What follows belongs to an exercise in optimizing a design on an open flow for small area, a short achievable clock period and few clock cycles; a production flow would make more cautious choices. Only simulation tests tie the RTL to the original design; equivalence was not proved. Power and IR drop assume default switching activity.

[flow/config.mk]
export PLATFORM = sky130hd
export DESIGN_NAME = imem_subsys_top
export DESIGN_NICKNAME = imem_subsys_top
export VERILOG_FILES = /design/flow/design.v
export SDC_FILE = /design/flow/constraint.sdc
export NUM_CORES = 4
export LEC_CHECK = 0
export CAP_MARGIN = 20
export CORE_MARGIN = 2
export CORE_UTILIZATION = 40
export SLEW_MARGIN = 20
export SYNTH_MEMORY_MAX_BITS = 8192
[flow/constraint.sdc]
create_clock -name core_clock -period 6.0 [get_ports {clk}]
set_input_delay 1.2000 -clock core_clock [delete_from_list [all_inputs] [get_ports {clk}]]
set_output_delay 1.2000 -clock core_clock [all_outputs]
set_load 0.01 [all_outputs]
[flow/design.v]
`timescale 1ns/10ps
package isa_pkg;
	typedef logic [31:0] word_t;
	typedef logic [6-1:0] imem_addr_t;	 
	typedef logic [25:0] jump_target_t;
	typedef enum logic [5:0] {
		OP_ADD = 6'b000000,	 
		OP_ADDI = 6'b000001,
		OP_SUBI = 6'b000010,
		OP_MOV = 6'b001110,
		OP_LW = 6'b001111,
		OP_LI = 6'b010000,
		OP_LA = 6'b010001,
		OP_SW = 6'b010010,
		OP_IN = 6'b010011,
		OP_OUT = 6'b010100,
		OP_JF = 6'b010101,	 
		OP_J = 6'b010110,
		OP_JAL = 6'b010111,
		OP_HALT = 6'b011000
	} opcode_e;
	typedef enum logic [1:0] {
		FETCH_IDLE,
		FETCH_RUN,
		FETCH_HALTED,
		FETCH_FAULT
	} fetch_state_e;
endpackage
`timescale 1ns/10ps
package bus_pkg;
	typedef logic [31:0] axil_addr_t;
	typedef logic [1:0] axil_resp_t;
	typedef struct packed {
		logic valid;
		logic we;	 
		logic [6-1:0] addr;
		logic [31:0] data;
	} mem_req_t;
	typedef struct packed {
		axil_addr_t addr;
	} axil_aw_t;
	typedef struct packed {
		logic [31:0] data;
		logic [3:0] strb;	 
	} axil_w_t;
	typedef struct packed {
		axil_resp_t resp;
	} axil_b_t;
	typedef struct packed {
		axil_addr_t addr;
	} axil_ar_t;
	typedef struct packed {
		logic [31:0] data;
		axil_resp_t resp;
	} axil_r_t;
	typedef struct packed {
		logic [6-1:0] pc;
		logic [31:0] word;
	} fetch_out_t;
endpackage
`timescale 1ns/10ps
module instr_mem (
	input logic clk,
	input bus_pkg::mem_req_t req,
	output isa_pkg::word_t rdata
);
	isa_pkg::word_t mem [64];
	assign rdata = mem[req.addr];	 
	always @(posedge clk) begin
		if (req.valid && req.we) begin
			mem[req.addr] <= req.data;
		end
	end
endmodule
`timescale 1ns/10ps
module mem_arbiter (
	input bus_pkg::mem_req_t loader_req,
	input bus_pkg::mem_req_t fetch_req,
	output logic loader_gnt,
	output logic fetch_gnt,
	output bus_pkg::mem_req_t mem_req
);
	assign loader_gnt = loader_req.valid;
	assign fetch_gnt = fetch_req.valid && !loader_req.valid;
	always_comb begin
		if (loader_gnt) begin
			mem_req = loader_req;
		end else begin
			mem_req = fetch_req;	 
		end
	end
endmodule
`timescale 1ns/10ps
module axil_loader (
	input logic clk,
	input logic rst_n,
	input bus_pkg::axil_aw_t aw,
	input logic aw_valid,
	output logic aw_ready,
	input bus_pkg::axil_w_t w,
	input logic w_valid,
	output logic w_ready,
	output bus_pkg::axil_b_t b,
	output logic b_valid,
	input logic b_ready,
	input bus_pkg::axil_ar_t ar,
	input logic ar_valid,
	output logic ar_ready,
	output bus_pkg::axil_r_t r,
	output logic r_valid,
	input logic r_ready,
	output bus_pkg::mem_req_t mem_req,
	input logic mem_gnt,
	input isa_pkg::word_t mem_rdata,
	output logic start,
	input logic running,
	input logic halted,
	input logic fault
);
	typedef enum logic [2:0] {
		LD_IDLE,
		LD_WR_EXEC,	 
		LD_RD_EXEC,
		LD_B_RESP,
		LD_R_RESP
	} ld_state_e;
	ld_state_e state;
	bus_pkg::axil_addr_t req_addr;	 
	isa_pkg::word_t wdata;
	logic rd_accept;
	logic wr_accept;
	logic is_mem;
	logic is_ctrl;
	logic is_stat;
	logic mapped;
	isa_pkg::word_t status_word;
	assign rd_accept = (state == LD_IDLE) && ar_valid;
	assign wr_accept = (state == LD_IDLE) && aw_valid && w_valid && !ar_valid;	 
	assign ar_ready = rd_accept;
	assign aw_ready = wr_accept;
	assign w_ready = wr_accept;
	assign is_mem = req_addr < (64 * 4);
	assign is_ctrl = req_addr == 32'h0000_0400;
	assign is_stat = req_addr == 32'h0000_0404;
	assign mapped = is_mem || is_ctrl || is_stat;
	assign status_word = {29'd0, fault, halted, running};
	assign mem_req.valid = ((state == LD_WR_EXEC) || (state == LD_RD_EXEC)) && is_mem;
	assign mem_req.we = state == LD_WR_EXEC;
	assign mem_req.addr = req_addr[6+1:2];	 
	assign mem_req.data = wdata;
	assign start = (state == LD_WR_EXEC) && is_ctrl && wdata[0];	 
	assign b_valid = state == LD_B_RESP;
	assign r_valid = state == LD_R_RESP;
	always_ff @(posedge clk) begin
		if (!rst_n) begin
			state <= LD_IDLE;
		end else begin
			case (state)
				LD_IDLE: begin
					if (rd_accept) state <= LD_RD_EXEC;
					else if (wr_accept) state <= LD_WR_EXEC;
				end
				LD_WR_EXEC: if (!is_mem || mem_gnt) state <= LD_B_RESP;
				LD_RD_EXEC: if (!is_mem || mem_gnt) state <= LD_R_RESP;
				LD_B_RESP: if (b_ready) state <= LD_IDLE;
				LD_R_RESP: if (r_ready) state <= LD_IDLE;
				default: state <= LD_IDLE;
			endcase
		end
	end
	always_ff @(posedge clk) begin
		if (rd_accept) begin
			req_addr <= ar.addr;
		end else if (wr_accept) begin
			req_addr <= aw.addr;
			wdata <= w.data;
		end
		if (state == LD_WR_EXEC) begin
			b.resp <= mapped ? 2'b00 : 2'b10;
		end
		if (state == LD_RD_EXEC) begin
			if (is_mem) r.data <= mem_rdata;	 
			else if (is_stat) r.data <= status_word;
			else r.data <= '0;	 
			r.resp <= mapped ? 2'b00 : 2'b10;
		end
	end
endmodule
`timescale 1ns/10ps
module fetch_unit (
	input logic clk,
	input logic rst_n,
	input logic start,
	output bus_pkg::mem_req_t mem_req,
	input logic mem_gnt,
	input isa_pkg::word_t mem_rdata,
	output bus_pkg::fetch_out_t inst,
	output logic inst_valid,
	input logic inst_ready,
	output logic running,
	output logic halted,
	output logic fault
);
	isa_pkg::fetch_state_e state;
	isa_pkg::imem_addr_t pc;	 
	logic stop;	 
	logic last_is_halt;
	logic out_valid;
	bus_pkg::fetch_out_t out_q;
	logic rd_fire;
	logic out_fire;
	isa_pkg::opcode_e op;
	isa_pkg::jump_target_t target;
	isa_pkg::imem_addr_t next_pc;
	logic next_stop;
	logic next_halt;
	assign out_fire = out_valid && inst_ready;
	assign mem_req.valid = (state == isa_pkg::FETCH_RUN) && !stop && (!out_valid || inst_ready);
	assign mem_req.we = 1'b0;
	assign mem_req.addr = pc;
	assign mem_req.data = '0;
	assign rd_fire = mem_req.valid && mem_gnt;
	assign op = isa_pkg::opcode_e'(mem_rdata[31:26]);
	assign target = mem_rdata[25:0];
	always_comb begin
		next_pc = pc + 1'b1;
		next_stop = 1'b0;
		next_halt = 1'b0;
		case (op)
			isa_pkg::OP_J, isa_pkg::OP_JAL: begin
				next_pc = target[6-1:0];
				next_stop = target >= 64;	 
			end
			isa_pkg::OP_HALT: begin
				next_stop = 1'b1;
				next_halt = 1'b1;
			end
			default: next_stop = pc == isa_pkg::imem_addr_t'(64 - 1);	 
		endcase
	end
	always_ff @(posedge clk) begin
		if (!rst_n) begin
			state <= isa_pkg::FETCH_IDLE;
			pc <= '0;
			stop <= 1'b0;
			last_is_halt <= 1'b0;
			out_valid <= 1'b0;
		end else if (start && state != isa_pkg::FETCH_RUN) begin
			state <= isa_pkg::FETCH_RUN;	 
			pc <= '0;
			stop <= 1'b0;
			out_valid <= 1'b0;
		end else if (state == isa_pkg::FETCH_RUN) begin
			if (rd_fire) begin
				pc <= next_pc;
				stop <= next_stop;
				last_is_halt <= next_halt;
				out_valid <= 1'b1;
			end else if (out_fire) begin
				out_valid <= 1'b0;
			end
			if (out_fire && stop) state <= last_is_halt ? isa_pkg::FETCH_HALTED : isa_pkg::FETCH_FAULT;
		end
	end
	always_ff @(posedge clk) begin
		if (rd_fire) out_q <= {pc, mem_rdata};
	end
	assign inst = out_q;
	assign inst_valid = out_valid;
	assign running = state == isa_pkg::FETCH_RUN;
	assign halted = state == isa_pkg::FETCH_HALTED;
	assign fault = state == isa_pkg::FETCH_FAULT;
endmodule
`timescale 1ns/10ps
module imem_subsys_top (
	input logic clk,
	input logic rst_n,
	input logic [31:0] aw_addr,
	input logic aw_valid,
	output logic aw_ready,
	input logic [31:0] w_data,
	input logic [3:0] w_strb,
	input logic w_valid,
	output logic w_ready,
	output logic [1:0] b_resp,
	output logic b_valid,
	input logic b_ready,
	input logic [31:0] ar_addr,
	input logic ar_valid,
	output logic ar_ready,
	output logic [31:0] r_data,
	output logic [1:0] r_resp,
	output logic r_valid,
	input logic r_ready,
	output logic [6-1:0] inst_pc,
	output logic [31:0] inst_word,
	output logic inst_valid,
	input logic inst_ready,
	output logic running,
	output logic halted,
	output logic fault
);
	bus_pkg::axil_aw_t aw;
	bus_pkg::axil_w_t w;
	bus_pkg::axil_b_t b;
	bus_pkg::axil_ar_t ar;
	bus_pkg::axil_r_t r;
	bus_pkg::fetch_out_t inst;
	assign aw = aw_addr;
	assign w = {w_data, w_strb};
	assign ar = ar_addr;
	assign b_resp = b;
	assign {r_data, r_resp} = r;
	assign {inst_pc, inst_word} = inst;
	bus_pkg::mem_req_t loader_req;
	bus_pkg::mem_req_t fetch_req;
	bus_pkg::mem_req_t mem_req;	 
	logic loader_gnt;
	logic fetch_gnt;
	isa_pkg::word_t mem_rdata;
	logic start;
	instr_mem u_instr_mem (
		.clk(clk),
		.req(mem_req),
		.rdata(mem_rdata)
	);
	mem_arbiter u_mem_arbiter (
		.loader_req(loader_req),
		.fetch_req(fetch_req),
		.loader_gnt(loader_gnt),
		.fetch_gnt(fetch_gnt),
		.mem_req(mem_req)
	);
	axil_loader u_axil_loader (
		.clk(clk),
		.rst_n(rst_n),
		.aw(aw), .aw_valid(aw_valid), .aw_ready(aw_ready),
		.w(w), .w_valid(w_valid), .w_ready(w_ready),
		.b(b), .b_valid(b_valid), .b_ready(b_ready),
		.ar(ar), .ar_valid(ar_valid), .ar_ready(ar_ready),
		.r(r), .r_valid(r_valid), .r_ready(r_ready),
		.mem_req(loader_req),
		.mem_gnt(loader_gnt),
		.mem_rdata(mem_rdata),
		.start(start),
		.running(running),
		.halted(halted),
		.fault(fault)
	);
	fetch_unit u_fetch_unit (
		.clk(clk),
		.rst_n(rst_n),
		.start(start),
		.mem_req(fetch_req),
		.mem_gnt(fetch_gnt),
		.mem_rdata(mem_rdata),
		.inst(inst),
		.inst_valid(inst_valid),
		.inst_ready(inst_ready),
		.running(running),
		.halted(halted),
		.fault(fault)
	);
endmodule
[flow/run.sh]
#!/bin/bash
# synth_recipe.tcl (not shown) runs the flow's synth.tcl, then flattens the netlist and writes it again
# the make line also repeats each setting of config.mk as NAME=value (left out here)
make -C /OpenROAD-flow-scripts/flow DESIGN_CONFIG=/design/flow/config.mk WORK_HOME=/design/flow/orfs CLKGATE_MAP_FILE= SYNTH_SCRIPT=/design/flow/synth_recipe.tcl finish
==> impl_results.md <==
- Max Freq: 173 MHz
- Hold path start: u_fetch_unit.last_is_halt
- Post-placement cell area: 0.0910 mm²
- Syn. warnings: 4
- Number of global-route vias before repair: 51500
- Maximum vdd ir drop: 320 µV
- WHS Endpoint: u_fetch_unit.last_is_halt
- Core area: 0.207 mm²
- GR Overflow Total: 0
- Synth Area in Compound Gates: 13.1%
- GRT Overall Usage: 28.3%
- Xor/xnor share of the synthesized area: 0.0105%
- Htree depth: 4
- Reg clk slew, reported paths: 0.06 ns
- FF+latch count, synth: 2198
- Largest family of logic cells by synthesized area: compound AO/OA/AOI/OAI gates
- Worst setup SP type: register
- Post-synth EDFFs: 2184
- Top cells by count, synth: edfxtp_1 (2184), a22oi_1 (454), o21ai_0 (361)
- DR vias/cell: 6.62
- Clock Path Buffers: 3
- Slew @ Worst Pin: 1.18 ns
- Placement row count: 167
- Die width: 461 µm
- Register area share after synthesis: 78.7%
- Avg Inst Size Synth: 16.7 µm²
- Unrepaired setup endpoints after global routing: false
- Global routing usage on met2: 43.1%
- Global route hottest layer: met2
- Hold Buf Count CTS: 0
- Top Ports: 191
- Initial drt markers: 9746
- Instance count of the mapped netlist: 4995
- Power Density: 318 mW/mm²
- Critical path peak fanout: 18
- GRT met3 Usage: 7.84%
- Post-CTS Setup Bufs: 0
- Met1 usage: 37.6%
- Reg2reg setup slack: 0.21 ns
- Area growth from synthesis to layout: 17.3%
- Tmin final: 5.79 ns
- Routed wire length: 308 mm
- Setup TNS: 0 ns
- Post-CTS sizing: 0
- Die Height: 461 µm
- Ys flop type: edfxtp_1
- Share of the synthesized area in the top cell type: 78.4%
- Hold Path Class: register to register
- Final core utilization: 47.3%
- Clock latency (worst-skew pair): 0.89 ns
- DRC: 0
- Lkg Pwr: 26.7 nW
- Top area cells in the synthesized netlist: edfxtp_1 (78%), a22oi_1 (4.1%), o21ai_0 (2.2%)
- Hold Crit Depth: 2
- Port Buffers: 184
- Drt pass-1 iters: 8
- Simple-gate share of the synthesized area: 4.73%
- Fin Clk Skew: 0.0359 ns
- Fill cells: 17500
- Reg-to-reg endpoint: u_fetch_unit.stop
- First-pass GRT wire length: 418 mm
- Total of max-cap violations: 0
- Post-synth top area cell: edfxtp_1
- Unique masters post-synth: 78
- Routed wire per std cell: 36.9 µm
- Fraction of layout cells with a size suffix above 1: 15.3%
- Arrival @ worst endpoint: 6.55 ns
- Setup-failing EPs final: 0
- RD Place Congestion: 0.907
- Mux contribution to synthesized area: 1.49%
- Clock Sinks: 2198
- Antenna Nets Post-Route: 0
- Post-synthesis adder-cell area fraction: 0.0150%
- Relative slew slack: 20.8%
- Antenna violations before repair: 11
- Initial Util: 40.3%
- Vias: 55300
- Ys async rst share: 0%
- Final instance area: 0.0982 mm²
- Tcrit/Tclk final: 96.6%
- Req. time, crit path: 6.76 ns
- Fin nets: 5489
- Largest net degree at the start of global routing: 66
- Final hold vios: 0
- Top-count cell post-synth: edfxtp_1
- Num CTS Buffers: 217
- CP Capture Type: register
- Final Max Tran Viols: 0
- Root Driver: clkbuf_16
- Worst reg2reg startpoint: u_axil_loader.req_addr[12]
- Setup CP Type: register to register
- Die area: 0.213 mm²
- Outcome: finished clean
- CTS tree: yes
- Worst r2r path cells: 13
- Dpl hpwl: 177 mm
- Synthesized cell area: 0.0837 mm²
[through the flow]
step / setup WS, ns / power [mW] / hold slack (ns) / cells
2_1_floorplan: 0.876 / 17.6 / 0.406 / 4996
3_3_place_gp: 0.438 / 18.0 / 0.493 / 7944
3_5_place_dp: 0.434 / 18.0 / 0.510 / 7945
4_1_cts: 0.427 / 31.2 / 0.525 / 8346
5_1_grt: 0.174 / 31.9 / 0.566 / 8351
6_report: 0.207 / 31.2 / 0.529 / 8356
[cell families after synthesis]
group,after synthesis
simple gates,724
compound gates,1566
fa+ha+maj,1
flops,2198
mux,110
other cells,1
buf+inv,394
xor+xnor,1
[how the worst max path moves through the flow]
stage | end | from | slack [ns]
after floorplan | u_instr_mem.mem[2][0] | u_axil_loader.req_addr[29] | 0.88
after global placement | u_fetch_unit.stop | u_axil_loader.req_addr[12] | 0.44
after detailed placement | u_fetch_unit.stop | u_axil_loader.req_addr[12] | 0.43
after CTS | u_fetch_unit.stop | u_axil_loader.req_addr[12] | 0.43
after global routing | u_fetch_unit.stop | u_axil_loader.req_addr[12] | 0.17
final | u_fetch_unit.stop | u_axil_loader.req_addr[12] | 0.21
[cell usage in the layout (no fill, tap or decap), types with 84 or more instances in the layout]
master / netlist / final
a22o_1: 140 / 140
nor2_1: 94 / 84
clkbuf_16: 0 / 218
nand2_1: 147 / 145
o21ai_0: 361 / 356
a22oi_1: 454 / 454
a221oi_1: 114 / 114
clkdlybuf4s50_1: 0 / 184
edfxtp_1: 2184 / 2184
buf_4: 8 / 308
a31oi_1: 119 / 119
o22ai_1: 112 / 112
[flip-flops by register name, indices dropped and copies added, names as in the netlist, 2 cells and up]
signal	count
u_axil_loader.state	3
u_fetch_unit.out_q	38
u_axil_loader.wdata	32
u_instr_mem.mem	2048
u_fetch_unit.pc	6
u_fetch_unit.state	2
u_axil_loader.r	33
u_axil_loader.req_addr	32
[worst max-delay path: stages, from the launching register on]
cell and delay, ns:
edfxtp_1 0.35, nor4_1 0.51, and4_4 0.64, nand2_1 0.28, nand3_1 0.20, o21a_2 0.43
buf_4 0.54, a31oi_1 0.09, nor3_1 0.53, and3_1 0.65, nand4b_1 0.20, or4b_1 0.65
a2111oi_2 0.42, o41ai_1 0.10
[area by class of cell]
class                           count  area, µm²  share of cell area [%]
Sequential cell                  2198      65900                    67.1
Multi-Input combinational cell   2404      16900                    17.2
Clock buffer                      279       5730                    5.84
Timing Repair Buffer              524       4800                    4.89
Tap cell                         2788       3490                    3.55
Clock inverter                    122       1240                    1.27
Inverter                           35        131                   0.134
Antenna cell                        6       15.0                  0.0153
[where the power goes]
part / internal (mW) / leakage, nW / switching [mW]
Clock: 7.57 / 3.40 / 5.87
Sequential: 16.8 / 15.5 / 0.0687
Combinational: 0.354 / 7.87 / 0.560
Total: 24.7 / 26.7 / 6.50
[routing by layer]
layer / part of all wire (%) / wire (µm)
met1: 36 / 111000
met2: 45 / 137000
met3: 14 / 43500
met4: 5.4 / 16500
met5: 0.014 / 42
Testbench counts, summed over its fixed seeds: cycles 5,580.

separate check: timing with driven ports:
No port has a modelled driver above. Below, the same layout with a new extraction and two added sets of constraints. Step 1, drivers: a clkbuf_16 drives clk and a buf_2 each remaining input, both assumed. Step 2 adds t to the input delays and takes it off the output delays; t is the mean of the earliest and latest rising clock arrival at the registers after step 1. Input paths then give back, and output paths get back, about the clock's delay inside the block. Three values: ideal, step 1, step 2; two values: the first two.
t, ns: 0.965
setup slack, ns: 0.207 / 0.207 / 0.207
worst hold slack (ns): 0.529 / 0.529 / 0.529
worst register clock-pin slew, ns: 0.07 / 0.07
After both steps this run still meets setup and hold. For this run, drivers alone change the setup slack by 0.000 ns; drivers and shift together by 0.000 ns.
